Source: an optimization exercise on an open RTL-to-GDS flow (aim: small area). Production flows keep margins and buffers that such runs may drop. No functional check of the RTL was part of any run shown here. No activity file was given, so power comes from the tool's default toggle rates.

==> run.sh <==
#!/bin/bash
# synth_recipe.tcl (not shown) runs the flow's synth.tcl, then flattens the netlist and writes it again
# the make line also repeats each setting of config.mk as NAME=value (left out here)
make -C /OpenROAD-flow-scripts/flow DESIGN_CONFIG=/design/flow/config.mk WORK_HOME=/design/flow/orfs CLKGATE_MAP_FILE= SYNTH_SCRIPT=/design/flow/synth_recipe.tcl finish
==> config.mk <==
export PLATFORM = sky130hd
export DESIGN_NAME = real_mem_to_reg
export DESIGN_NICKNAME = real_mem_to_reg
export VERILOG_FILES = /design/flow/design.v
export SDC_FILE = /design/flow/constraint.sdc
export NUM_CORES = 4
export LEC_CHECK = 0
export CAP_MARGIN = 20
export CORE_MARGIN = 2
export CORE_UTILIZATION = 50
export CTS_BUF_LIST = sky130_fd_sc_hd__clkbuf_4 sky130_fd_sc_hd__clkbuf_8
export SLEW_MARGIN = 20
export SYNTH_HIERARCHICAL = 1
export SYNTH_MINIMUM_KEEP_SIZE = 0
==> constraint.sdc <==
create_clock -name core_clock -period 8.0 [get_ports {CLK}]
set_input_delay 1.6000 -clock core_clock [delete_from_list [all_inputs] [get_ports {CLK}]]
set_output_delay 1.6000 -clock core_clock [all_outputs]
set_load 0.01 [all_outputs]
==> design.v <==
module rmr_aoi222 (input logic a0, b0, a1, b1, a2, b2, output logic y);
    assign y = ~((a0 & b0) | (a1 & b1) | (a2 & b2));
endmodule
module rmr_aoi22 (input logic a0, b0, a1, b1, output logic y);
    assign y = ~((a0 & b0) | (a1 & b1));
endmodule
module rmr_nand4 (input logic a, b, c, d, output logic y);
    assign y = ~(a & b & c & d);
endmodule
module rmr_nand3 (input logic a, b, c, output logic y);
    assign y = ~(a & b & c);
endmodule
module rmr_nand2 (input logic a, b, output logic y);
    assign y = ~(a & b);
endmodule
module rmr_nor4 (input logic a, b, c, d, output logic y);
    assign y = ~(a | b | c | d);
endmodule
module rmr_nor3 (input logic a, b, c, output logic y);
    assign y = ~(a | b | c);
endmodule
module rmr_nor2 (input logic a, b, output logic y);
    assign y = ~(a | b);
endmodule
module rmr_or2 (input logic a, b, output logic y);
    assign y = a | b;
endmodule
module rmr_and3 (input logic a, b, c, output logic y);
    assign y = a & b & c;
endmodule
module rmr_sel128 (input logic [127:0] sel, input logic [127:0] d, output logic y);
    logic [42:0] n1;
    logic [10:0] p2;
    logic [2:0]  n3;
    for (genvar g = 0; g < 42; g++) begin : g_l1
        rmr_aoi222 u (.a0(sel[3*g]), .b0(d[3*g]), .a1(sel[3*g+1]), .b1(d[3*g+1]),
                      .a2(sel[3*g+2]), .b2(d[3*g+2]), .y(n1[g]));
    end
    rmr_aoi22 u_l1_last (.a0(sel[126]), .b0(d[126]), .a1(sel[127]), .b1(d[127]), .y(n1[42]));
    for (genvar g = 0; g < 10; g++) begin : g_l2
        rmr_nand4 u (.a(n1[4*g]), .b(n1[4*g+1]), .c(n1[4*g+2]), .d(n1[4*g+3]), .y(p2[g]));
    end
    rmr_nand3 u_l2_last (.a(n1[40]), .b(n1[41]), .c(n1[42]), .y(p2[10]));
    rmr_nor4 u_l3_0 (.a(p2[0]), .b(p2[1]), .c(p2[2]), .d(p2[3]), .y(n3[0]));
    rmr_nor4 u_l3_1 (.a(p2[4]), .b(p2[5]), .c(p2[6]), .d(p2[7]), .y(n3[1]));
    rmr_nor3 u_l3_2 (.a(p2[8]), .b(p2[9]), .c(p2[10]), .y(n3[2]));
    rmr_nand3 u_l4 (.a(n3[0]), .b(n3[1]), .c(n3[2]), .y(y));
endmodule
module rmr_sel16 (input logic [15:0] sel, input logic [15:0] d, output logic y);
    logic [5:0] n1;
    logic [1:0] p2;
    for (genvar g = 0; g < 5; g++) begin : g_l1
        rmr_aoi222 u (.a0(sel[3*g]), .b0(d[3*g]), .a1(sel[3*g+1]), .b1(d[3*g+1]),
                      .a2(sel[3*g+2]), .b2(d[3*g+2]), .y(n1[g]));
    end
    rmr_nand2 u_l1_last (.a(sel[15]), .b(d[15]), .y(n1[5]));
    rmr_nand3 u_l2_0 (.a(n1[0]), .b(n1[1]), .c(n1[2]), .y(p2[0]));
    rmr_nand3 u_l2_1 (.a(n1[3]), .b(n1[4]), .c(n1[5]), .y(p2[1]));
    rmr_or2 u_l3 (.a(p2[0]), .b(p2[1]), .y(y));
endmodule
module real_mem_to_reg #(
    parameter int DATA_W = 16,
    parameter int MEM_AW = 7,
    parameter int REG_AW = 4
) (
    input  logic              CLK,
    input  logic              RESET_N,
    input  logic [DATA_W-1:0] AData,
    input  logic              MemWrite,
    input  logic [DATA_W-1:0] MemData,
    input  logic              IRWrite,
    input  logic [DATA_W-1:0] IRData,
    input  logic              RegWrite,
    output logic [DATA_W-1:0] AccOut
);
    localparam int MEM_DEPTH = 2 ** MEM_AW;
    localparam int REG_DEPTH = 2 ** REG_AW;
    logic [REG_AW-1:0] ir;
    logic [MEM_DEPTH-1:0][DATA_W-1:0] mem;
    logic [MEM_DEPTH-1:0] mem_vld;
    logic [REG_DEPTH-1:0][DATA_W-1:0] regs;
    logic [REG_DEPTH-1:0] reg_vld;
    logic [MEM_AW-1:0] mem_addr;
    assign mem_addr = AData[MEM_AW-1:0];
    logic [7:0]  lo, lo_we_n;
    logic [15:0] hi, hi_n;
    logic [3:0]  ir_lo, ir_lo_we_n, ir_hi, ir_hi_n;
    always_comb begin
        for (int l = 0; l < 8; l++) begin
            lo[l]      = mem_addr[2:0] == 3'(l);
            lo_we_n[l] = ~(MemWrite && mem_addr[2:0] == 3'(l));
        end
        for (int h = 0; h < 16; h++) begin
            hi[h]   = mem_addr[6:3] == 4'(h);
            hi_n[h] = ~(mem_addr[6:3] == 4'(h));
        end
        for (int k = 0; k < 4; k++) begin
            ir_lo[k]      = ir[1:0] == 2'(k);
            ir_lo_we_n[k] = ~(RegWrite && ir[1:0] == 2'(k));
            ir_hi[k]      = ir[3:2] == 2'(k);
            ir_hi_n[k]    = ~(ir[3:2] == 2'(k));
        end
    end
    logic [MEM_DEPTH-1:0] mem_we, mem_vld_d, mem_sel;
    for (genvar i = 0; i < MEM_DEPTH; i++) begin : g_mword
        rmr_nor2 u_we  (.a(lo_we_n[i%8]), .b(hi_n[i/8]), .y(mem_we[i]));
        rmr_or2  u_vld (.a(mem_vld[i]), .b(mem_we[i]), .y(mem_vld_d[i]));
        rmr_and3 u_sel (.a(lo[i%8]), .b(hi[i/8]), .c(mem_vld[i]), .y(mem_sel[i]));
    end
    logic [REG_DEPTH-1:0] reg_we, reg_vld_d, reg_sel;
    for (genvar j = 0; j < REG_DEPTH; j++) begin : g_rword
        rmr_nor2 u_we  (.a(ir_lo_we_n[j%4]), .b(ir_hi_n[j/4]), .y(reg_we[j]));
        rmr_or2  u_vld (.a(reg_vld[j]), .b(reg_we[j]), .y(reg_vld_d[j]));
        rmr_and3 u_sel (.a(ir_lo[j%4]), .b(ir_hi[j/4]), .c(reg_vld[j]), .y(reg_sel[j]));
    end
    logic [DATA_W-1:0] mem_out;
    for (genvar b = 0; b < DATA_W; b++) begin : g_bit
        logic [MEM_DEPTH-1:0] mcol;
        logic [REG_DEPTH-1:0] rcol;
        for (genvar i = 0; i < MEM_DEPTH; i++) begin : g_mc
            assign mcol[i] = mem[i][b];
        end
        for (genvar j = 0; j < REG_DEPTH; j++) begin : g_rc
            assign rcol[j] = regs[j][b];
        end
        rmr_sel128 u_mrd (.sel(mem_sel), .d(mcol), .y(mem_out[b]));
        rmr_sel16  u_rrd (.sel(reg_sel), .d(rcol), .y(AccOut[b]));
    end
    always_ff @(posedge CLK or negedge RESET_N) begin
        if (!RESET_N) begin
            ir <= '0;
        end else if (IRWrite) begin
            ir <= IRData[REG_AW-1:0];
        end
    end
    always_ff @(posedge CLK or negedge RESET_N) begin
        if (!RESET_N) begin
            mem_vld <= '0;
            reg_vld <= '0;
        end else begin
            mem_vld <= mem_vld_d;
            reg_vld <= reg_vld_d;
        end
    end
    for (genvar i = 0; i < MEM_DEPTH; i++) begin : g_mem
        always_ff @(posedge CLK) begin
            if (mem_we[i]) mem[i] <= MemData;
        end
    end
    for (genvar j = 0; j < REG_DEPTH; j++) begin : g_reg
        always_ff @(posedge CLK) begin
            if (reg_we[j]) regs[j] <= mem_out;
        end
    end
endmodule
==> impl_metrics.json, run 1 <==
{
  "status": "no timing/DRC/antenna violations",
  "min_period_over_period_pct": 73.2,
  "seqPwrFrac_pct": 55.8,
  "dpl_cell_area_sq_um": 90400,
  "max_freq_ghz": 0.171,
  "track_usage_pct": 25.5,
  "grt_busiest_layer": "met2",
  "min_period_ns": 5.86,
  "ys.warnings.count": 7,
  "critPathLaunchType": "input pin",
  "grt_max_degree": 129,
  "dp_hpwl_mm": 132,
  "area_growth_pct": 14.6,
  "clock_latency_ns": 1.09,
  "clk_path_buf_depth": 4,
  "gp_congestion": 0.881,
  "nets": 4725,
  "grt_pass1_vias": 45200,
  "worstMarginPinSlew_ns": 1.24,
  "cts_sinks": 2452,
  "netlist_area_sq_um": 85700,
  "yosysSeqAreaShare_pct": 85.1,
  "first_iter_violations": 8580,
  "synth_cell_types": 35,
  "io_pins": 69,
  "p_leak_uw": 0.0324,
  "grt_use_met2_pct": 38.1,
  "core_area_sq_um": 170000,
  "dieHeight_microns": 418,
  "synth_edf_count": 2304,
  "report.final.setup_viol": 0,
  "numPortBuffers": 47,
  "synth-seq-cells": 2452,
  "syn_inst": 4039,
  "antenna_found_initial": 12,
  "worst_ep_required_time_ns": 8.55,
  "crit_path_cell_trace": "clkdlybuf4s50_1, and3_1, and3_1, a222oi_1, nand4_1, nor4_2, nand3_1",
  "die_area_sq_um": 175000,
  "start_util_pct": 50.5,
  "drc_errors": 0,
  "finalSetupTns_ns": 0,
  "root_buffer": "clkbuf_8",
  "arrival_ns": 6.41,
  "pwr-share-clk_pct": 41.3,
  "dr.pass1.iters": 6,
  "final_common_cell": "edfxtp_1",
  "die_w_microns": 418,
  "final_cell_mix": "edfxtp_1 (2304), a222oi_1 (752), clkbuf_8 (439)",
  "wl_mm": 227,
  "p_sw_uw": 5300,
  "final_util_pct": 57.8,
  "ys.flop_type": "edfxtp_1",
  "ir_drop_mv": 0.195,
  "max_cap_violations": 0,
  "postRouteAntennaNets": 0,
  "holdBufCountCts": 0,
  "cp_max_fo": 16,
  "crit_buf_inv": 1,
  "slowest_delay_ns": 0.98,
  "switching_share_pct": 20.7,
  "min_path_type": "flop to flop",
  "place_inst": 6488,
  "syn_avg_cell_area_sq_um": 21.2,
  "slew_headroom_pct": 17.3,
  "routed-via-count": 47700,
  "syn_nets": 4092,
  "worst_path_most_repeated_cell": "and3_1",
  "hold_ws_ns": 0.451,
  "wl_per_cell_microns": 31.5,
  "crit_family": "simple AND/OR/NAND/NOR gates",
  "comb_power_share_pct": 2.9,
  "cp_slowest_cell": "nor4_2",
  "stdcell_area_sq_um": 98200,
  "crit_path_end_kind": "flop",
  "cts_setup_buffers": 0,
  "finClkSkew_ns": 0.0836,
  "cts_made_buffers": 399,
  "grt_use_met1_pct": 37.6,
  "fin_cells": 7192,
  "core.rowCount": 151,
  "critPathKind": "input pin to flop",
  "tritoncts": "yes",
  "grt_overflow_total": 0,
  "h-tree-depth": 5,
  "grt_first_pass_wirelength_mm": 321,
  "drive_gt1_share_pct": 18.8,
  "grtUsageMet3_pct": 4.60,
  "post_cts_resized": 0,
  "async_flop_share_pct": 6.04,
  "hold_viol": 0,
  "p_int_uw": 20300,
  "rsz0062_at_grt": "false",
  "p_per_area_nw_per_um2": 261,
  "avgViaCountPerCell": 6.63,
  "clkSlewWorstSetupHoldPaths_ns": 0.06,
  "maxSlewViolCount": 0
}
[sequential cells by signal (all words and copies together) (netlist names)]
name and cells:
mem 2048, regs 256, mem_vld 128, reg_vld 16, ir 4
[cell type report]
type | instances | area, sq um
flip-flops and latches | 2452 | 72900
fillers | 12600 | 71700
multi-input cells | 1572 | 12800
clock buffers | 593 | 7190
well taps | 2218 | 2780
repair buffers | 247 | 1960
clock inverters | 101 | 591
diodes | 9 | 22.5
[cells in the mapped netlist, types with 9 or more instances]
| cell type | instances | share of area, % |
|---|---|---|
| edfxtp_1 | 2304 | 81 |
| a222oi_1 | 752 | 8.8 |
| nand4_1 | 162 | 1.2 |
| or2_1 | 160 | 1.2 |
| dfrtp_1 | 148 | 4.3 |
| nor2_1 | 146 | 0.64 |
| and3_1 | 145 | 1.1 |
| nand3_1 | 65 | 0.38 |
| nor4_2 | 32 | 0.47 |
| nand2_1 | 17 | 0.074 |
| a22oi_2 | 16 | 0.23 |
| nor3_2 | 16 | 0.19 |
| nand4bb_1 | 9 | 0.12 |
[Yosys stat by module, one instance, submodules excluded, a selection]
module	flops+latches	cell area, sq um
rmr_aoi22	0	12.5
rmr_or2	0	6.26
rmr_nor2	0	3.75
rmr_nand4	0	6.26
rmr_nor4	0	12.5
rmr_and3	0	6.26
rmr_nand3	0	5.00
rmr_nor3	0	10.0
real_mem_to_reg	2452	73600
rmr_nand2	0	3.75
rmr_aoi222	0	10.0
[kinds of logic after synthesis]
kind of cell	after synthesis	synth area share, %
compound gates	768	9.02
buf+inv	15	0.107
flops	2452	85.1
mux	4	0.0526
simple gates	800	5.76
[final timing paths]
path,start,endpoint,slack (ns),cells past startpoint
max,AData[0],regs[184]$_DFFE_PP_,2.14,7
min,mem_vld[116]$_DFF_PN0_,mem_vld[116]$_DFF_PN0_,0.45,1
max reg2reg,mem_vld[12]$_DFF_PN0_,regs[194]$_DFFE_PP_,3.83,5
min reg2reg,mem_vld[116]$_DFF_PN0_,mem_vld[116]$_DFF_PN0_,0.45,1
max in group asynchronous,RESET_N,mem_vld[33]$_DFF_PN0_,6.17,2
min in group asynchronous,RESET_N,reg_vld[9]$_DFF_PN0_,0.49,1
[worst register-to-register path: cells and delay by family, from the launching register on]
kind | cells | cell delay (ns)
AO/OA/AOI/OAI | 1 | 0.73
flip-flops | 1 | 0.37
AND/OR/NAND/NOR | 4 | 2.54
[stage by stage]
step	power [uW]	setup slack, ns
2_1_floorplan	14800	4.23
3_3_place_gp	15300	1.17
3_5_place_dp	15300	1.19
4_1_cts	25800	2.29
5_1_grt	26400	2.15
6_report	25600	2.14
[power groups by stage]
stage / Sequential [uW] / Combinational (uW) / Clock (uW)
final: 14300 / 745 / 10600
after global routing: 14300 / 795 / 11300
after CTS: 14300 / 744 / 10800
after detailed placement: 14600 / 743 / 0
after global placement: 14600 / 720 / 0
after floorplan: 14600 / 266 / 0
[layer usage]
metal,share of wire [%],vias to the layer above
li1,-,19800
met1,41,24800
met2,46,2632
met3,9.1,391
met4,3.5,4
met5,0.011,-
==> run 2, diff against run 1 <==
--- a/config.mk
+++ b/config.mk
@@ -8,7 +8,10 @@
 export CAP_MARGIN = 20
 export CORE_MARGIN = 2
 export CORE_UTILIZATION = 50
-export CTS_BUF_LIST = sky130_fd_sc_hd__clkbuf_4 sky130_fd_sc_hd__clkbuf_8
+export CTS_BUF_LIST = sky130_fd_sc_hd__clkbuf_8 sky130_fd_sc_hd__clkbuf_16
+export CTS_CLUSTER_DIAMETER = 100
+export CTS_CLUSTER_SIZE = 30
+export GPL_TIMING_DRIVEN = 0
 export SLEW_MARGIN = 20
 export SYNTH_HIERARCHICAL = 1
 export SYNTH_MINIMUM_KEEP_SIZE = 0
==> impl_metrics.json, run 2 <==
{
  "status": "no timing/DRC/antenna violations",
  "min_period_over_period_pct": 77.5,
  "async_flop_share_pct": 6.04,
  "p_per_area_nw_per_um2": 221,
  "post_cts_resized": 0,
  "grt_pass1_vias": 43200,
  "p_sw_uw": 4320,
  "track_usage_pct": 25.9,
  "gp_congestion": 0.821,
  "yosysSeqAreaShare_pct": 85.1,
  "hold_ws_ns": 0.466,
  "syn_avg_cell_area_sq_um": 21.2,
  "endpoint": "regs[68]$_DFFE_PP_",
  "synth_edf_count": 2304,
  "worstMarginPinSlew_ns": 1.01,
  "first_iter_violations": 9137,
  "comb_power_share_pct": 3.9,
  "r2r_end": "regs[68]$_DFFE_PP_",
  "final_cell_mix": "edfxtp_1 (2304), a222oi_1 (752), nand4_1 (162)",
  "reg2reg_depth": 5,
  "numPortBuffers": 47,
  "pwr-share-clk_pct": 28.1,
  "syn_nets": 4092,
  "min_period_ns": 6.20,
  "cts_setup_buffers": 0,
  "seqCellArea_sq_um": 72900,
  "netlist_area_sq_um": 85700,
  "cp_slowest_cell": "nor4_2",
  "seqPwrFrac_pct": 68.0,
  "synth.area.top_cells": "edfxtp_1 (81%), a222oi_1 (8.8%), dfrtp_1 (4.3%)",
  "min_path_type": "flop to flop",
  "dieHeight_microns": 418,
  "crit_path_cell_trace": "clkdlybuf4s50_1, buf_2, buf_2, nor4b_2, buf_2, and3_1, a222oi_1, nand4_1, nor4_2, nand3_1",
  "dp_hpwl_mm": 146,
  "multi_input_area_sq_um": 13200,
  "root_buffer": "clkbuf_16",
  "synth-seq-cells": 2452,
  "finalSetupTns_ns": 0,
  "yosysTopAreaCellShare_pct": 80.7,
  "top_register": "mem",
  "arrival_ns": 6.48,
  "syn_inst": 4039,
  "cts_made_buffers": 92,
  "clkSlewWorstSetupHoldPaths_ns": 0.11,
  "slew_headroom_pct": 32.5,
  "cp_max_fo": 16,
  "tritoncts": "yes",
  "wl_per_cell_microns": 34.4,
  "grt_overflow_total": 0,
  "ir_drop_mv": 0.161,
  "die_area_sq_um": 175000,
  "avgViaCountPerCell": 6.87,
  "p_leak_uw": 0.0302,
  "io_pins": 69,
  "p_int_uw": 16700,
  "postRouteAntennaNets": 0,
  "hold_viol": 0,
  "holdBufCountCts": 0,
  "switching_share_pct": 20.6,
  "antenna_found_initial": 11,
  "dr.pass1.iters": 10,
  "top_regs": "mem (2048), regs (256), mem_vld (128)",
  "cts_sinks": 2452,
  "wl_mm": 230,
  "fillers": 12700,
  "finClkSkew_ns": 0.0601,
  "die_w_microns": 418,
  "core.rowCount": 151,
  "clock_latency_ns": 0.77,
  "crit_path_end_kind": "flop",
  "maxSlewViolCount": 0,
  "dpl_cell_area_sq_um": 92200,
  "critPathKind": "input pin to flop",
  "rsz0062_at_grt": "false",
  "synth_top_area_cell": "edfxtp_1",
  "clk_path_buf_depth": 3,
  "ys.warnings.count": 7,
  "critPathLaunchType": "input pin",
  "final_util_pct": 55.9,
  "reg2reg_from": "mem_vld[15]$_DFF_PN0_",
  "core_area_sq_um": 170000,
  "ys.flop_type": "edfxtp_1",
  "routed-via-count": 45800,
  "max_cap_violations": 0,
  "start_util_pct": 50.5,
  "worst_path_most_repeated_cell": "buf_2",
  "grt_max_degree": 87,
  "largest_reg_flops": 2048,
  "area_growth_pct": 10.8,
  "nets": 4424,
  "slowest_delay_ns": 0.83,
  "worst_ep_required_time_ns": 8.27,
  "h-tree-depth": 3,
  "synth_most_common_cell": "edfxtp_1",
  "stdcell_area_sq_um": 94900,
  "report.final.setup_viol": 0,
  "rrSetupSlack_ns": 3.93,
  "final_common_cell": "edfxtp_1",
  "max_freq_ghz": 0.161,
  "grt_first_pass_wirelength_mm": 320,
  "synth_cell_types": 35,
  "drive_gt1_share_pct": 12.5,
  "synth_common_cells": "edfxtp_1 (2304), a222oi_1 (752), nand4_1 (162), or2_1 (160), dfrtp_1 (148)",
  "drc_errors": 0,
  "cp-startpoint": "AData[5]"
}
==> run 2: cell types whose count changed in the layout (fill, tap and decap cells not counted), moves of 9 or more <==
cell       before  now
buf_16          0   20
buf_4         211   17
buf_6           3  105
buf_8           0   63
clkbuf_16       0   94
clkbuf_4      156    0
clkbuf_8      439    0
clkinv_1       65    0
clkinv_2       24    1
inv_1           0   70
nor2_1        145    2
nor2_2          1  135
nor2_4          0    9
==> run 2: how the worst min path moves through the flow <==
stage	start	end	slack (ns)	cells past startpoint
2_1_floorplan	mem_vld[0]$_DFF_PN0_	mem_vld[0]$_DFF_PN0_	0.42	1
3_3_place_gp	mem_vld[63]$_DFF_PN0_	mem_vld[63]$_DFF_PN0_	0.44	1
3_5_place_dp	mem_vld[121]$_DFF_PN0_	mem_vld[121]$_DFF_PN0_	0.44	1
4_1_cts	mem_vld[114]$_DFF_PN0_	mem_vld[114]$_DFF_PN0_	0.47	1
5_1_grt	mem_vld[124]$_DFF_PN0_	mem_vld[124]$_DFF_PN0_	0.48	1
6_report	mem_vld[82]$_DFF_PN0_	mem_vld[82]$_DFF_PN0_	0.47	1
==> run 2: kinds of logic (layout without fill, tap and decap cells) <==
logic type             after synthesis  count (layout)  synth area share (%)
AOI/OAI and AO/OA                  768             768                  9.02
buffers and inverters               15             425                 0.107
DFF                               2452            2452                  85.1
other                                0               5                     0
and+or+nand+nor                    800             800                  5.76
muxes                                4               4                0.0526
==> run 2: metrics by stage <==
stage | instances | setup slack [ns] | power [uW]
after global routing | 6669 | 1.75 | 21600
after CTS | 6667 | 1.97 | 21100
after global placement | 6304 | -2.06 | 15400
final | 6672 | 1.80 | 21000
after floorplan | 4039 | 4.23 | 14800
after detailed placement | 6495 | 1.15 | 15400
==> run 2: metal layers <==
metal | vias up | wire length [microns] | track usage (%)
li1 | 19000 | - | -
met1 | 24200 | 90900 | 37.6
met2 | 2418 | 109000 | 40.7
met3 | 234 | 24100 | 4.74
met4 | 0 | 5910 | 6.76
met5 | - | 0 | 0
==> run 2: modules after synthesis (local to each module, per instance), excerpt <==
module | times used | cells inside | flops+latches
rmr_nand2 | 16 | 1 | 0
rmr_nor3 | 16 | 1 | 0
rmr_nor2 | 144 | 1 | 0
rmr_nor4 | 32 | 1 | 0
real_mem_to_reg | 1 | 2535 | 2452
rmr_and3 | 144 | 1 | 0
rmr_or2 | 160 | 1 | 0
rmr_aoi222 | 752 | 1 | 0
rmr_nand4 | 160 | 1 | 0
rmr_aoi22 | 16 | 1 | 0
rmr_nand3 | 64 | 1 | 0
==> run 2: area by class of cell <==
| class | instances | share of cell area, % |
|---|---|---|
| buffer | 15 | 0.0962 |
| antenna | 5 | 0.0132 |
| sequential | 2452 | 76.8 |
| clock buffer | 94 | 2.48 |
| multi-input combinational | 1572 | 13.9 |
| clock inverter | 78 | 0.411 |
| timing repair buffer | 238 | 3.35 |
| tap | 2218 | 2.92 |
==> run 2: critical path: cells and delay by family <==
family / cells / cell delay, ns
compound gates: 1 / 0.64
buf+inv: 4 / 1.53
simple gates: 5 / 2.65
==> run 2: power by group through the flow <==
stage	Sequential (uW)	Combinational (uW)	Clock [uW]
floorplan	14600	266	0
global placement	14700	718	0
detailed placement	14600	814	0
CTS	14300	815	6010
global route	14300	862	6410
finish	14300	813	5900

-- static timing again, ports no longer ideal --
In the flow no input, the clock included, has a driving cell. The finished layouts below were timed again as built, in two steps.
Step 1 (the two cells are an assumption about what drives the block):
set clk [get_ports {CLK}]
set_driving_cell -lib_cell sky130_fd_sc_hd__clkbuf_16 $clk
set_driving_cell -lib_cell sky130_fd_sc_hd__buf_2 [delete_from_list [all_inputs] $clk]
Step 2 adds t to the input delays and takes it off the output delays; t is the mean of the earliest and latest rising clock arrival at the registers after step 1. Input paths then give back, and output paths get back, about the clock's delay inside the block.
Three values: ideal ports, drivers, drivers and shift; two values: the first two.
run	t, ns	setup WS [ns]	worst data-port slew with drivers (ns)
run 1	1.123	2.141 / 2.132 / 1.009	0.14
run 2	0.828	1.797 / 1.673 / 0.845	0.21
After both steps setup and hold are still met in every run listed. The setup slack of run 1, which loses most, moves by -0.009 ns with the drivers and by -1.132 ns with both steps.
